From an optimization exercise on the open Yosys and OpenROAD flow, aimed at small area; shortcuts taken in it are not production practice.
Function was checked by simulation only, so behaviour that the tests miss may differ from the original. The clock port is modelled as an ideal driver; clocking choices that lean on that would not hold on a real chip.

pepper:
## dm_bus_responder
module dm_bus_responder #(
  parameter int unsigned DEPTH_WORDS = 64,
  parameter int unsigned WAIT_CYCLES = 2,
  parameter logic [31:0] BASE_ADDR   = 32'h0000_0000
) (
  input  logic        clk,
  input  logic        rst,
  input  logic        req,
  input  logic        we,
  input  logic [31:0] addr,
  input  logic [31:0] wdata,
  input  logic [3:0]  be,
  output logic [31:0] rdata,
  output logic        ready,
  output logic        err,
  output logic        busy
);
  localparam int NR = 11;   
  logic [1:0]    st_q;
  logic [1:0]    c_q;                  
  logic [2:0]    t_q;                  
  logic [NR-1:0] valid_q;
  logic [31:0]   dat_q;
  logic [5:0]  idx_q;
  logic        we_q, err_q;
  logic [3:0]  be_q;
  logic [NR-2:0][5:0][31:0] m_q;
  logic [3:0][31:0]         n_q;       
  logic idle;
  assign idle  = (st_q == 2'b00);
  assign ready = (st_q == 2'b10);
  assign busy  = ~idle;
  logic accept;
  assign accept = idle & req;
  logic [5:0] idx_d;
  logic       we_d, err_d;
  logic [3:0] be_d;
  logic       err_in;
  assign err_in = (addr[1:0] != 2'b00) || (addr[31:8] != 24'd0);
  assign idx_d  = idle ? addr[7:2] : idx_q;
  assign we_d   = idle ? we        : we_q;
  assign err_d  = idle ? err_in    : err_q;
  assign be_d   = idle ? be        : be_q;
  always_ff @(posedge clk) begin
    idx_q <= idx_d;
    we_q  <= we_d;
    err_q <= err_d;
    be_q  <= be_d;
  end
  logic [NR-1:0] rsel;
  logic [2:0]    slot;
  always_comb begin
    case (idx_d)
      6'd0: begin rsel = 11'd1 << 0; slot = 3'd0; end
      6'd1: begin rsel = 11'd1 << 0; slot = 3'd1; end
      6'd2: begin rsel = 11'd1 << 0; slot = 3'd2; end
      6'd3: begin rsel = 11'd1 << 0; slot = 3'd3; end
      6'd4: begin rsel = 11'd1 << 0; slot = 3'd4; end
      6'd5: begin rsel = 11'd1 << 0; slot = 3'd5; end
      6'd6: begin rsel = 11'd1 << 1; slot = 3'd0; end
      6'd7: begin rsel = 11'd1 << 1; slot = 3'd1; end
      6'd8: begin rsel = 11'd1 << 1; slot = 3'd2; end
      6'd9: begin rsel = 11'd1 << 1; slot = 3'd3; end
      6'd10: begin rsel = 11'd1 << 1; slot = 3'd4; end
      6'd11: begin rsel = 11'd1 << 1; slot = 3'd5; end
      6'd12: begin rsel = 11'd1 << 2; slot = 3'd0; end
      6'd13: begin rsel = 11'd1 << 2; slot = 3'd1; end
  ...
Size: roughly 4,200 cells after synthesis, about 110 I/O pins, roughly 56,000 um2 of cells after synthesis.
==> flow/config.mk <==
export PLATFORM = sky130hd
export DESIGN_NAME = dm_bus_responder
export DESIGN_NICKNAME = dm_bus_responder
export VERILOG_FILES = /design/flow/design.v
export SDC_FILE = /design/flow/constraint.sdc
export NUM_CORES = 4
export LEC_CHECK = 0
export CAP_MARGIN = 20
export CORE_MARGIN = 2
export CORE_UTILIZATION = 70
export CTS_CLUSTER_DIAMETER = 80
export CTS_CLUSTER_SIZE = 30
export PLACE_DENSITY = 0.8
export SLEW_MARGIN = 20
export SYNTH_HIERARCHICAL = 1
==> flow/constraint.sdc <==
create_clock -name core_clock -period 8.0 [get_ports {clk}]
set_input_delay 1.6000 -clock core_clock [delete_from_list [all_inputs] [get_ports {clk}]]
set_output_delay 1.6000 -clock core_clock [all_outputs]
set_load 0.01 [all_outputs]
standard.sh (not shown) runs the stock make flow with config.mk's settings and CLKGATE_MAP_FILE= SYNTH_SCRIPT=/design/flow/synth_recipe.tcl, a recipe that flattens the netlist after the stock synthesis.
==> flow/flow/run.sh <==
#!/bin/bash
# Own flow: the standard layout (standard.sh) with two knobs changed
# through ORFS environment variables:
#  - CTS without dummy loads, with larger sink clusters (fewer clock buffers);
#  - port buffers use buf_1 instead of the default cell.
# Synthesis is the standard one, unchanged.
set -euo pipefail
export CTS_ARGS="-sink_clustering_enable -repair_clock_nets -dont_use_dummy_load -sink_clustering_size 34 -sink_clustering_max_diameter 80"
export BUFFER_PORTS_ARGS="-buffer_cell sky130_fd_sc_hd__buf_1"
bash standard.sh > standard.log 2>&1
Here is what was changed in the inputs of zinc compared with pepper.
==> flow/flow/run.sh <==
#!/bin/bash
# Own flow: the standard layout (standard.sh) with two knobs changed
# through ORFS environment variables:
#  - CTS without dummy loads, with larger sink clusters (fewer clock buffers);
#  - port buffers use buf_1 instead of the default cell.
# Synthesis is the standard one, unchanged.
set -euo pipefail
export CTS_ARGS="-sink_clustering_enable -repair_clock_nets -dont_use_dummy_load -sink_clustering_size 30 -sink_clustering_max_diameter 80"
export BUFFER_PORTS_ARGS="-buffer_cell sky130_fd_sc_hd__buf_1"
bash standard.sh > standard.log 2>&1
--- outcome ---
When the final numbers for zinc and pepper were put side by side, the met3 wire length turned out to be smaller in pepper. Taking pepper as the reference, in zinc post-route worst setup slack went down; hold slack went up.
Inputs modified between zinc and violet:
# zinc
export LEC_CHECK = 0
export CAP_MARGIN = 20
export CORE_MARGIN = 2
export CORE_UTILIZATION = 70
export CTS_CLUSTER_DIAMETER = 80
export CTS_CLUSTER_SIZE = 30
export PLACE_DENSITY = 0.8
export SLEW_MARGIN = 20
export SYNTH_HIERARCHICAL = 1
create_clock -name core_clock -period 8.0 [get_ports {clk}]
# violet
export LEC_CHECK = 0
export CAP_MARGIN = 0
export CORE_MARGIN = 2
export CORE_UTILIZATION = 70
export CTS_CLUSTER_DIAMETER = 80
export CTS_CLUSTER_SIZE = 30
export PLACE_DENSITY = 0.8
export SLEW_MARGIN = 0
export SYNTH_HIERARCHICAL = 1
create_clock -name core_clock -period 8.0 [get_ports {clk}]
Results
- Taking zinc as the reference, in violet final setup skew went up 0.012 ns; final cell count was more or less identical; area added between synthesis and finish barely changed; worst hold slack held.
- Between zinc and violet, the number of vias per cell after detailed routing figures differ only marginally.
- Re shortest clock period the worst path allows after layout: violet and zinc aren't equal, and the higher value belongs to zinc.
- Status: final core utilization parity (zinc, violet)
- Comparing violet and zinc, the higher final worst-path cycle share is on zinc.
- Synthesized net count came out exactly the same in violet and zinc.
Input changes introduced in yarrow (baseline for comparison: violet):
# violet
export LEC_CHECK = 0
export CAP_MARGIN = 0
export CORE_MARGIN = 2
export CORE_UTILIZATION = 70
export CTS_CLUSTER_DIAMETER = 80
export CTS_CLUSTER_SIZE = 30
export PLACE_DENSITY = 0.8
export SLEW_MARGIN = 0
export SYNTH_HIERARCHICAL = 1
create_clock -name core_clock -period 8.0 [get_ports {clk}]
# yarrow
export LEC_CHECK = 0
export CAP_MARGIN = 20
export CORE_MARGIN = 2
export CORE_UTILIZATION = 70
export CTS_CLUSTER_DIAMETER = 80
export CTS_CLUSTER_SIZE = 30
export PLACE_DENSITY = 0.9
export SLEW_MARGIN = 20
export SYNTH_HIERARCHICAL = 1
create_clock -name core_clock -period 8.0 [get_ports {clk}]
==> flow/flow/run.sh <==
#!/bin/bash
# Own flow: the standard layout (standard.sh) with two knobs changed
# through ORFS environment variables:
#  - CTS without dummy loads, with larger sink clusters (fewer clock buffers);
#  - port buffers use buf_1 instead of the default cell.
# Synthesis is the standard one, unchanged.
set -euo pipefail
export CTS_ARGS="-sink_clustering_enable -repair_clock_nets -dont_use_dummy_load -sink_clustering_size 32 -sink_clustering_max_diameter 80"
export BUFFER_PORTS_ARGS="-buffer_cell sky130_fd_sc_hd__buf_1"
bash standard.sh > standard.log 2>&1
[summary]
Going from violet to yarrow, average via count per standard cell up 0.36; accumulated negative setup slack flat. Number of buffers inserted during clock tree synthesis shrinks by a few percent when moving from violet to yarrow.

==> separate check: timing with driven ports <==
The flow's constraints put no driver on any port. The routed layouts listed below were extracted and timed again, unchanged, in two steps.
Step 1: set_driving_cell puts a clkbuf_16 on clk and a buf_2 on each other input, an assumption about the parent block.
Step 2 moves the port delays by t, midway between the first and last clock arrival at a register: inputs arrive t later, outputs are due t later. That takes back most of the time a late clock gives input paths.
a / b / c = no drivers / after step 1 / after step 2; a / b = the first two.
run | t, ns | setup slack, ns | worst setup path at the end | latest minus earliest clock arrival (ns) | worst data-port slew with drivers (ns)
pepper | 0.726 | 0.917 / 0.845 / 1.030 | input to register | 0.055 / 0.055 | 0.06
zinc | 0.728 | 0.860 / 0.788 / 1.084 | input to register | 0.054 / 0.053 | 0.06
violet | 0.733 | 1.005 / 0.932 / 0.964 | input to register | 0.066 / 0.066 | 0.06
yarrow | 0.720 | 0.995 / 0.995 / 0.816 | input to register | 0.079 / 0.079 | 0.07
After both steps setup and hold are still met in every run listed. For yarrow, which loses most, drivers alone change the setup slack by 0.000 ns; drivers and shift together by -0.179 ns.
